Context: an optimization exercise on an open-source flow, tuned for small area. The choices shown serve that exercise and are no tape-out recipe.
In this exercise RTL edits were held to simulation tests only and were not proved equivalent to the original.
Power and IR drop assume default switching activity. No driver is modelled on the clock port, so clocking that relies on it looks cheaper here than on a real chip.

Setup of the baseline:
==> module dmem_responder, before the edit <==
module dmem_responder #(
    parameter int DEPTH_WORDS = 128,
    parameter int ADDR_BITS   = 7,
    parameter int WAIT_CYCLES = 2
) (
    input  logic        clk,
    input  logic        startin,
    input  logic        req_valid,
    output logic        req_ready,
    input  logic        req_write,
    input  logic [31:0] req_addr,
    input  logic [31:0] req_wdata,
    input  logic [3:0]  req_be,
    output logic        rsp_valid,
    input  logic        rsp_ready,
    output logic [31:0] rsp_rdata,
    output logic        rsp_err
);
    localparam int NS = 128;         
    localparam int NP = NS / 4;      
    localparam int NT = (NS + 2) / 3;  
    logic [1:0] st;
    logic [6:0] rot;
    logic       idle, accept, misaligned;
    logic [6:0]  pos_q;      
    logic [3:0]  be_q;
    logic [31:0] dq;         
    logic        pend;       
    logic        ld_q;       
    logic        ok_q;       
    logic        err_q;
    assign misaligned = |req_addr[1:0];
    assign idle      = (st == 2'b00);
    assign req_ready = idle;
    assign rsp_valid = (st == 2'b10);
    assign accept    = idle && req_valid;
    assign rsp_rdata = dq & {32{ok_q}};
    assign rsp_err   = err_q;
    always_ff @(posedge clk or negedge startin) begin
        if (!startin) begin
            st  <= 2'b00;
            rot <= 7'd0;
        end else begin
            rot <= rot + 7'd1;
            case (st)
                2'b00: if (req_valid) st <= 2'b01;
                2'b01: st <= 2'b11;
                2'b11: st <= 2'b10;
                default: if (rsp_ready) st <= 2'b00;
            endcase
        end
    end
    logic [6:0]  pos;
    logic [3:0]  be;
    logic [31:0] sdata;
    logic        at_port, wr_now, commit;
    assign pos     = idle ? (req_addr[8:2] + rot) : pos_q;
    assign be      = idle ? req_be : be_q;
    assign sdata   = idle ? req_wdata : dq;
    assign at_port = (pos[1:0] == 2'd3);
    assign wr_now  = idle ? (accept && req_write && !misaligned) : pend;
    assign commit  = wr_now && at_port;
    always_ff @(posedge clk) pos_q <= pos + 7'd1;
    always_ff @(posedge clk or negedge startin) begin
        if (!startin) pend <= 1'b0;
        else          pend <= wr_now && !at_port;
    end
    logic [31:0] q [NS];
    logic [NS-1:0] v;
    logic [NP-1:0] psel;
    logic [NT-1:0] tsel;
    logic [31:0] wd;
    always_comb begin
        for (int k = 0; k < NP; k++) psel[k] = (pos[6:2] == k[4:0]);
        for (int t = 0; t < NT; t++) tsel[t] = (pos == 7'(3 * t));
        for (int b = 0; b < 4; b++) wd[8*b +: 8] = be[b] ? sdata[8*b +: 8] : 8'h00;
    end
    for (genvar s = 0; s < NS; s++) begin : g_slot
        localparam int P = (s + NS - 1) % NS;    
        if (s % 4 == 0) begin : g_port
            logic       hit;
            logic [3:0] en;
            assign hit = commit && psel[P / 4];
            for (genvar b = 0; b < 4; b++) begin : g_lane
                assign en[b] = hit && (be[b] || !v[P]);
            end
            always_ff @(posedge clk) begin
                for (int b = 0; b < 4; b++)
                    q[s][8*b +: 8] <= en[b] ? wd[8*b +: 8] : q[P][8*b +: 8];
            end
            always_ff @(posedge clk or negedge startin) begin
                if (!startin) v[s] <= 1'b0;
                else          v[s] <= v[P] || hit;
            end
        end else begin : g_plain
            always_ff @(posedge clk) q[s] <= q[P];
            always_ff @(posedge clk or negedge startin) begin
                if (!startin) v[s] <= 1'b0;
                else          v[s] <= v[P];
            end
        end
    end
    logic [31:0] rd;
    logic        rv, at_tap, cap;
    always_comb begin
        rd = '0;
        rv = 1'b0;
        for (int t = 0; t < NT; t++) begin
            rd = rd | ({32{tsel[t]}} & q[3 * t]);
            rv = rv | (tsel[t] && v[3 * t]);
        end
    end
    assign at_tap = |tsel;
    assign cap    = at_tap && (idle ? (accept && !req_write && !misaligned) : (ld_q && st[0]));
    always_ff @(posedge clk) begin
        if (accept) begin
            be_q  <= req_be;
            ld_q  <= !req_write && !misaligned;
            err_q <= misaligned;
        end
        if (accept && req_write) dq <= req_wdata;
        else if (cap)            dq <= rd;
        if (accept && !cap)      ok_q <= 1'b0;
        else if (cap)            ok_q <= rv;
    end
endmodule
export LEC_CHECK = 0
export CAP_MARGIN = 20
export CORE_MARGIN = 2
export CORE_UTILIZATION = 65
export PLACE_DENSITY = 0.72
export SLEW_MARGIN = 20
create_clock -name core_clock -period 6.0 [get_ports {clk}]
standard.sh (not shown) runs the stock make flow with config.mk's settings and CLKGATE_MAP_FILE= SYNTH_SCRIPT=/design/flow/synth_recipe.tcl, a recipe that flattens the netlist after the stock synthesis.
==> flow/flow/run.sh <==
#!/bin/bash
cp standard.sh standard_sh_copy.log
export CTS_ARGS="-sink_clustering_enable -repair_clock_nets -dont_use_dummy_load -sink_clustering_size 30 -sink_clustering_max_diameter 100"
bash standard.sh > standard.log 2>&1
Setup changes, the baseline to the candidate
--- a/flow/design.v
+++ b/flow/design.v
@@ -87,5 +87,6 @@
             always_ff @(posedge clk) begin
                 for (int b = 0; b < 4; b++)
-                    q[s][8*b +: 8] <= en[b] ? wd[8*b +: 8] : q[P][8*b +: 8];
+                    q[s][8*b +: 8] <= ~(en[b] ? (wd[8*b +: 8] ^ {8{(s & 4) == 0}})
+                                              : q[P][8*b +: 8]);
             end
             always_ff @(posedge clk or negedge startin) begin
@@ -107,5 +108,5 @@
         rv = 1'b0;
         for (int t = 0; t < NT; t++) begin
-            rd = rd | ({32{tsel[t]}} & q[3 * t]);
+            rd = rd | ({32{tsel[t]}} & (q[3 * t] ^ {32{((3 * t) & 4) != 0}}));
             rv = rv | (tsel[t] && v[3 * t]);
         end
### Flow results
Lower switching share of total power was reported by the candidate, not the baseline. Area inside the core boundary shrinks by a few percent when moving from the baseline to the candidate. Summary of the candidate over the baseline: distinct cell type count of the synthesized netlist now sits higher; non-clock buffer count went down. Summary — shortest clock period the worst path allows after layout, the candidate relative to the baseline: lower, by 0.28 ns. Simple-gate share of the synthesized area (lower): the candidate. Between the baseline and the candidate, the register cell area after layout does not differ in any meaningful way. Proportion of cell area occupied by registers delta for the candidate relative to the baseline: 1.3 points higher. Looking at number of cells in the finished layout apart from fillers, the candidate sits above the baseline. Net count of the mapped netlist, the candidate and the baseline: lower on the baseline. Compared with the baseline, the candidate has extra setup slack. Ratio of final minimum period to clock period was higher in the baseline than in the candidate.

[what the ideal ports hide]
How much do the figures lean on ideal ports? The routed layouts below were timed once more, with nothing changed but the port constraints.
Step 1 sets driving cells, clkbuf_16 on the clock port and buf_2 on the other inputs (assumed; they add their load-dependent delay and slew).
Step 2 also shifts input and output timing later by t, the mid clock arrival at the registers, as if the neighbouring blocks saw the same clock.
Slacks: ideal ports / drivers / drivers and shift; pairs: ideal ports / drivers.
| run | t, ns | setup WS [ns] | worst setup path at the end | slew at the worst register clock pin (ns) |
|---|---|---|---|---|
| the baseline | 0.930 | 0.484 / 0.539 / -0.391 | input to register | 0.12 / 0.12 |
| the candidate | 0.879 | 0.761 / 0.816 / -0.062 | input to register | 0.12 / 0.12 |
With both steps, setup timing fails in the baseline and the candidate, where it was met with ideal ports. For the baseline, which loses most, drivers alone change the setup slack by +0.055 ns; drivers and shift together by -0.875 ns.
